Background: an optimization exercise with open tools, aiming at a short achievable clock period and few clock cycles per item. Do not read the settings as production practice. In this exercise RTL edits were held to simulation tests only and were not proved equivalent to the original.

==> wip/delta: inputs <==
## controller_report_formatter_unit
module controller_report_formatter_unit (
    input  logic                              i_clk,
    input  logic                              i_rst_n,
    input  logic                              i_upd_valid,
    output logic                              o_upd_ready,
    input  logic [crf_pkg::CHAN_W-1:0]        i_upd_channel,
    input  logic [crf_pkg::BTN_W-1:0]         i_upd_button_bits,
    input  logic [crf_pkg::DPAD_W-1:0]        i_upd_dpad_bits,
    input  logic signed [crf_pkg::AXIS_W-1:0] i_upd_axis_left_x,
    input  logic signed [crf_pkg::AXIS_W-1:0] i_upd_axis_left_y,
    input  logic signed [crf_pkg::AXIS_W-1:0] i_upd_axis_right_x,
    input  logic signed [crf_pkg::AXIS_W-1:0] i_upd_axis_right_y,
    input  logic [crf_pkg::LEVEL_W-1:0]       i_upd_brake_level,
    input  logic [crf_pkg::LEVEL_W-1:0]       i_upd_throttle_level,
    input  logic [crf_pkg::MODE_W-1:0]        i_upd_analog_mode,
    output logic                              o_rpt_valid,
    input  logic                              i_rpt_ready,
    output logic [crf_pkg::CHAN_W-1:0]        o_rpt_out_channel,
    output logic [crf_pkg::RPT_W-1:0]         o_rpt_report_buttons,
    output logic [crf_pkg::VAL_W-1:0]         o_rpt_stick_lx,
    output logic [crf_pkg::VAL_W-1:0]         o_rpt_stick_ly,
    output logic [crf_pkg::VAL_W-1:0]         o_rpt_stick_rx,
    output logic [crf_pkg::VAL_W-1:0]         o_rpt_stick_ry,
    output logic [crf_pkg::VAL_W-1:0]         o_rpt_trig_left,
    output logic [crf_pkg::VAL_W-1:0]         o_rpt_trig_right
);
Settings: LEC_CHECK=0, CAP_MARGIN=20, CORE_MARGIN=2, CORE_UTILIZATION=60, SETUP_SLACK_MARGIN=4.5, SLEW_MARGIN=20; clock period 6.8 ns.
standard.sh (not shown) runs the stock make flow with config.mk's settings and CLKGATE_MAP_FILE= SYNTH_SCRIPT=/design/flow/synth_recipe.tcl, a recipe that flattens the netlist after the stock synthesis.
==> flow/flow/run.sh <==
#!/bin/bash
# Layout flow: the standard layout (standard.sh, all ORFS steps from synthesis to
# finish, with the standard flow's config.mk, constraints and synthesis script), with one change:
# synthesis runs with ADDER_MAP_FILE empty, so Yosys's adder step (extract_fa and the
# mapping to full/half-adder cells) is skipped and the scaling tables are mapped by ABC
# as plain gates. Registers, floorplan, power grid, placement, clock tree, routing and
# the final DEF are standard.sh's.
set -euo pipefail
sed 's/ CLKGATE_MAP_FILE= / CLKGATE_MAP_FILE= ADDER_MAP_FILE= /' standard.sh > flow_noadder.sh
grep -q ' ADDER_MAP_FILE= ' flow_noadder.sh
bash flow_noadder.sh finish > flow_make.log 2>&1
test -s out/final.def
==> inputs of wip/garnet, as changes to wip/delta <==
--- a/flow/design.v
+++ b/flow/design.v
@@ -401,13 +401,13 @@
     output logic [crf_pkg::VAL_W-1:0]         o_rpt_stick_rx,
     output logic [crf_pkg::VAL_W-1:0]         o_rpt_stick_ry,
     output logic [crf_pkg::VAL_W-1:0]         o_rpt_trig_left,
     output logic [crf_pkg::VAL_W-1:0]         o_rpt_trig_right
 );
     localparam int IW = crf_pkg::ITEM_W;
-    localparam int QN = 2;       
+    localparam int QN = 3;       
     logic       r_rdy;       
     logic [1:0] r_cnt;       
     logic       r0_v;
     logic       ro_v;
     logic       w_acc;       
     logic       w_deq;       
@@ -487,53 +487,59 @@
         .i_stick_nib (r0_stick_nib),
         .i_stick     (w_stick),
         .i_trig      (w_trig),
         .o_item      (w_fin)
     );
     logic [QN-1:0][IW-1:0] r_q;
-    logic                  r_wp;
-    logic                  r_rp;
+    logic [1:0]            r_wp;
+    logic [1:0]            r_rp;
+    logic [1:0]            r_rp1;    
     logic [1:0]            r_qn;
     logic [IW-1:0]         ro_item;
-    logic                  w_load;      
-    logic                  w_cand_v;
-    logic                  w_take;
     logic                  w_sel_fin;
-    logic                  w_sel_q;
-    logic                  w_sel_hold;
-    assign w_load   = !ro_v | i_rpt_ready;
-    assign w_cand_v = (r_qn != 2'd0) | r0_v;
-    assign w_take   = w_load & w_cand_v;
+    logic                  w_sel_rp;
+    logic                  w_sel_rp1;
     always_ff @(posedge i_clk) begin
         for (int k = 0; k < QN; k++) begin
-            if (r0_v && r_wp == 1'(k)) r_q[k] <= w_fin;
+            if (r0_v && r_wp == 2'(k)) r_q[k] <= w_fin;
         end
     end
     always_ff @(posedge i_clk) begin
         if (!i_rst_n) begin
-            r_wp <= '0;
-            r_rp <= '0;
-            r_qn <= '0;
-            ro_v <= 1'b0;
+            r_wp  <= '0;
+            r_rp  <= '0;
+            r_rp1 <= 2'd1;
+            r_qn  <= '0;
+            ro_v  <= 1'b0;
         end else begin
-            if (r0_v)   r_wp <= !r_wp;
-            if (w_take) r_rp <= !r_rp;
-            case ({r0_v, w_take})
-                2'b10:   r_qn <= r_qn + 2'd1;
-                2'b01:   r_qn <= r_qn - 2'd1;
-                default: r_qn <= r_qn;
+            if (r0_v) r_wp <= (r_wp == 2'(QN - 1)) ? '0 : r_wp + 2'd1;
+            if (w_deq) begin
+                r_rp  <= r_rp1;
+                r_rp1 <= (r_rp1 == 2'(QN - 1)) ? '0 : r_rp1 + 2'd1;
+            end
+            case ({r0_v, w_deq})
+                2'b10: begin
+                    r_qn <= r_qn + 2'd1;
+                    ro_v <= 1'b1;
+                end
+                2'b01: begin
+                    r_qn <= r_qn - 2'd1;
+                    ro_v <= r_qn != 2'd1;
+                end
+                default: begin
+                    ro_v <= r_qn != 2'd0;
+                end
             endcase
-            if (w_load) ro_v <= w_cand_v;
         end
     end
-    assign w_sel_fin  = w_load & (r_qn == 2'd0);
-    assign w_sel_q    = w_load & (r_qn != 2'd0);
-    assign w_sel_hold = !w_load;
+    assign w_sel_fin = (r_qn == 2'd0) | ((r_qn == 2'd1) & i_rpt_ready);
+    assign w_sel_rp  = (r_qn != 2'd0) & !i_rpt_ready;
+    assign w_sel_rp1 = (r_qn[1]) & i_rpt_ready;
     always_ff @(posedge i_clk) begin
-        ro_item <= ({IW{w_sel_fin}} & w_fin) | ({IW{w_sel_q}} & r_q[r_rp]) |
-                   ({IW{w_sel_hold}} & ro_item);
+        ro_item <= ({IW{w_sel_fin}} & w_fin) | ({IW{w_sel_rp}} & r_q[r_rp]) |
+                   ({IW{w_sel_rp1}} & r_q[r_rp1]);
     end
     assign o_rpt_valid          = ro_v;
     assign o_rpt_out_channel    = ro_item[IW-1 -: crf_pkg::CHAN_W];
     assign o_rpt_report_buttons = {1'b1, ro_item[6*crf_pkg::VAL_W +: crf_pkg::RPT_W-1]};
     assign o_rpt_stick_lx       = ro_item[5*crf_pkg::VAL_W +: crf_pkg::VAL_W];
     assign o_rpt_stick_ly       = ro_item[4*crf_pkg::VAL_W +: crf_pkg::VAL_W];
==> flow/run.sh (new file) <==
#!/bin/bash
# synth_recipe.tcl (not shown) runs the flow's synth.tcl, then flattens the netlist and writes it again
# the make line also repeats each setting of config.mk as NAME=value (left out here)
make -C /OpenROAD-flow-scripts/flow DESIGN_CONFIG=/design/flow/config.mk WORK_HOME=/design/flow/orfs CLKGATE_MAP_FILE= SYNTH_SCRIPT=/design/flow/synth_recipe.tcl finish
removed: flow/flow/run.sh
removed: flow/standard.sh
==> inputs of wip/quartz, as changes to wip/delta <==
--- a/flow/design.v
+++ b/flow/design.v
@@ -401,13 +401,13 @@
     output logic [crf_pkg::VAL_W-1:0]         o_rpt_stick_rx,
     output logic [crf_pkg::VAL_W-1:0]         o_rpt_stick_ry,
     output logic [crf_pkg::VAL_W-1:0]         o_rpt_trig_left,
     output logic [crf_pkg::VAL_W-1:0]         o_rpt_trig_right
 );
     localparam int IW = crf_pkg::ITEM_W;
-    localparam int QN = 2;       
+    localparam int QN = 3;       
     logic       r_rdy;       
     logic [1:0] r_cnt;       
     logic       r0_v;
     logic       ro_v;
     logic       w_acc;       
     logic       w_deq;       
@@ -487,53 +487,59 @@
         .i_stick_nib (r0_stick_nib),
         .i_stick     (w_stick),
         .i_trig      (w_trig),
         .o_item      (w_fin)
     );
     logic [QN-1:0][IW-1:0] r_q;
-    logic                  r_wp;
-    logic                  r_rp;
+    logic [1:0]            r_wp;
+    logic [1:0]            r_rp;
+    logic [1:0]            r_rp1;    
     logic [1:0]            r_qn;
     logic [IW-1:0]         ro_item;
-    logic                  w_load;      
-    logic                  w_cand_v;
-    logic                  w_take;
     logic                  w_sel_fin;
-    logic                  w_sel_q;
-    logic                  w_sel_hold;
-    assign w_load   = !ro_v | i_rpt_ready;
-    assign w_cand_v = (r_qn != 2'd0) | r0_v;
-    assign w_take   = w_load & w_cand_v;
+    logic                  w_sel_rp;
+    logic                  w_sel_rp1;
     always_ff @(posedge i_clk) begin
         for (int k = 0; k < QN; k++) begin
-            if (r0_v && r_wp == 1'(k)) r_q[k] <= w_fin;
+            if (r0_v && r_wp == 2'(k)) r_q[k] <= w_fin;
         end
     end
     always_ff @(posedge i_clk) begin
         if (!i_rst_n) begin
-            r_wp <= '0;
-            r_rp <= '0;
-            r_qn <= '0;
-            ro_v <= 1'b0;
+            r_wp  <= '0;
+            r_rp  <= '0;
+            r_rp1 <= 2'd1;
+            r_qn  <= '0;
+            ro_v  <= 1'b0;
         end else begin
-            if (r0_v)   r_wp <= !r_wp;
-            if (w_take) r_rp <= !r_rp;
-            case ({r0_v, w_take})
-                2'b10:   r_qn <= r_qn + 2'd1;
-                2'b01:   r_qn <= r_qn - 2'd1;
-                default: r_qn <= r_qn;
+            if (r0_v) r_wp <= (r_wp == 2'(QN - 1)) ? '0 : r_wp + 2'd1;
+            if (w_deq) begin
+                r_rp  <= r_rp1;
+                r_rp1 <= (r_rp1 == 2'(QN - 1)) ? '0 : r_rp1 + 2'd1;
+            end
+            case ({r0_v, w_deq})
+                2'b10: begin
+                    r_qn <= r_qn + 2'd1;
+                    ro_v <= 1'b1;
+                end
+                2'b01: begin
+                    r_qn <= r_qn - 2'd1;
+                    ro_v <= r_qn != 2'd1;
+                end
+                default: begin
+                    ro_v <= r_qn != 2'd0;
+                end
             endcase
-            if (w_load) ro_v <= w_cand_v;
         end
     end
-    assign w_sel_fin  = w_load & (r_qn == 2'd0);
-    assign w_sel_q    = w_load & (r_qn != 2'd0);
-    assign w_sel_hold = !w_load;
+    assign w_sel_fin = (r_qn == 2'd0) | ((r_qn == 2'd1) & i_rpt_ready);
+    assign w_sel_rp  = (r_qn != 2'd0) & !i_rpt_ready;
+    assign w_sel_rp1 = (r_qn[1]) & i_rpt_ready;
     always_ff @(posedge i_clk) begin
-        ro_item <= ({IW{w_sel_fin}} & w_fin) | ({IW{w_sel_q}} & r_q[r_rp]) |
-                   ({IW{w_sel_hold}} & ro_item);
+        ro_item <= ({IW{w_sel_fin}} & w_fin) | ({IW{w_sel_rp}} & r_q[r_rp]) |
+                   ({IW{w_sel_rp1}} & r_q[r_rp1]);
     end
     assign o_rpt_valid          = ro_v;
     assign o_rpt_out_channel    = ro_item[IW-1 -: crf_pkg::CHAN_W];
     assign o_rpt_report_buttons = {1'b1, ro_item[6*crf_pkg::VAL_W +: crf_pkg::RPT_W-1]};
     assign o_rpt_stick_lx       = ro_item[5*crf_pkg::VAL_W +: crf_pkg::VAL_W];
     assign o_rpt_stick_ly       = ro_item[4*crf_pkg::VAL_W +: crf_pkg::VAL_W];
==> out/results.ini <==
[yosys]
synth.most_common_cell = nor2_1
seq_area_frac_synth_pct = 48.01
syn-num-nets = 2088

[finish]
fin_cells = 2488
final_area_mm2 = 0.02186
clock_area_share_pct = 5.398
multi_input_area_share_pct = 41.95

[global_route]
use_met2_pct = 47.65
antenna_found_initial = 0

[worst_hold_path]
hold_start = r_cnt[1]

[status]
outcome = no timing/DRC/antenna violations

(the above is from wip/quartz)
==> out/results.ini <==
[status]
outcome = no timing/DRC/antenna violations

[worst_hold_path]
hold_start = r0_btn[10]

[drt]
ant_nets = 0
num_vias = 17030

[finish]
final_area_mm2 = 0.02432
fin_cells = 2654
clock_area_share_pct = 5.149
multi_input_area_share_pct = 43.99

[yosys]
syn-num-nets = 2221
synth.most_common_cell = edfxtp_1
seq_area_frac_synth_pct = 44.95

[global_route]
use_met2_pct = 50.46
antenna_found_initial = 1

[pwr]
powerSeq_uw = 2700

(the above is from wip/garnet)
==> out/results.ini <==
[status]
outcome = no timing/DRC/antenna violations

[yosys]
synth.top_cells.by_count = 172 x nor2_1, 167 x nand2_1, 161 x dfxtp_1
syn-num-nets = 1760
synth.most_common_cell = nor2_1

[worst_hold_path]
hold_start = r_cnt[1]

[global_route]
antenna_found_initial = 0
use_met2_pct = 45.20
grt_pass1_vias = 11410

[finish]
final_area_mm2 = 0.01804
final_cell_mix = 163 x nor2_1, 159 x nand2_1, 145 x a21oi_1
clock_area_share_pct = 5.658
fin_cells = 2092

(the above is from wip/delta)
Testbench counts of wip/delta, summed over its fixed seeds: cycles 16,016, items 16,000.
Testbench counts of wip/garnet, summed over its fixed seeds: cycles 16,016, items 16,000.
Testbench counts of wip/quartz, summed over its fixed seeds: cycles 16,016, items 16,000.

## afterwards: timing with drivers on the ports
Ports are ideal in the flow. The routed layouts listed here were re-timed in OpenROAD. Step 1 sets driving cells, clkbuf_16 on the clock port and buf_2 on the other inputs (assumed; they add their load-dependent delay and slew). Step 2 also shifts input and output timing later by t, the mid clock arrival at the registers, as if the neighbouring blocks saw the same clock. a / b / c = ideal ports / drivers / drivers and shift; a / b = the first two.
run | t (ns) | slack for setup (ns) | worst hold slack (ns) | clock arrival spread, ns | slew at the worst register clock pin (ns)
wip/delta | 0.585 | 4.421 / 4.369 / 3.963 | 0.418 / 0.418 / 0.418 | 0.011 / 0.011 | 0.07 / 0.07
wip/garnet | 0.581 | 4.355 / 4.344 / 3.763 | 0.498 / 0.498 / 0.498 | 0.023 / 0.023 | 0.07 / 0.07
wip/quartz | 0.561 | 4.430 / 4.383 / 3.974 | 0.414 / 0.414 / 0.414 | 0.025 / 0.026 | 0.06 / 0.06
After both steps every run listed still meets setup and hold. For wip/garnet, which loses most, drivers alone change the setup slack by -0.011 ns; drivers and shift together by -0.592 ns.
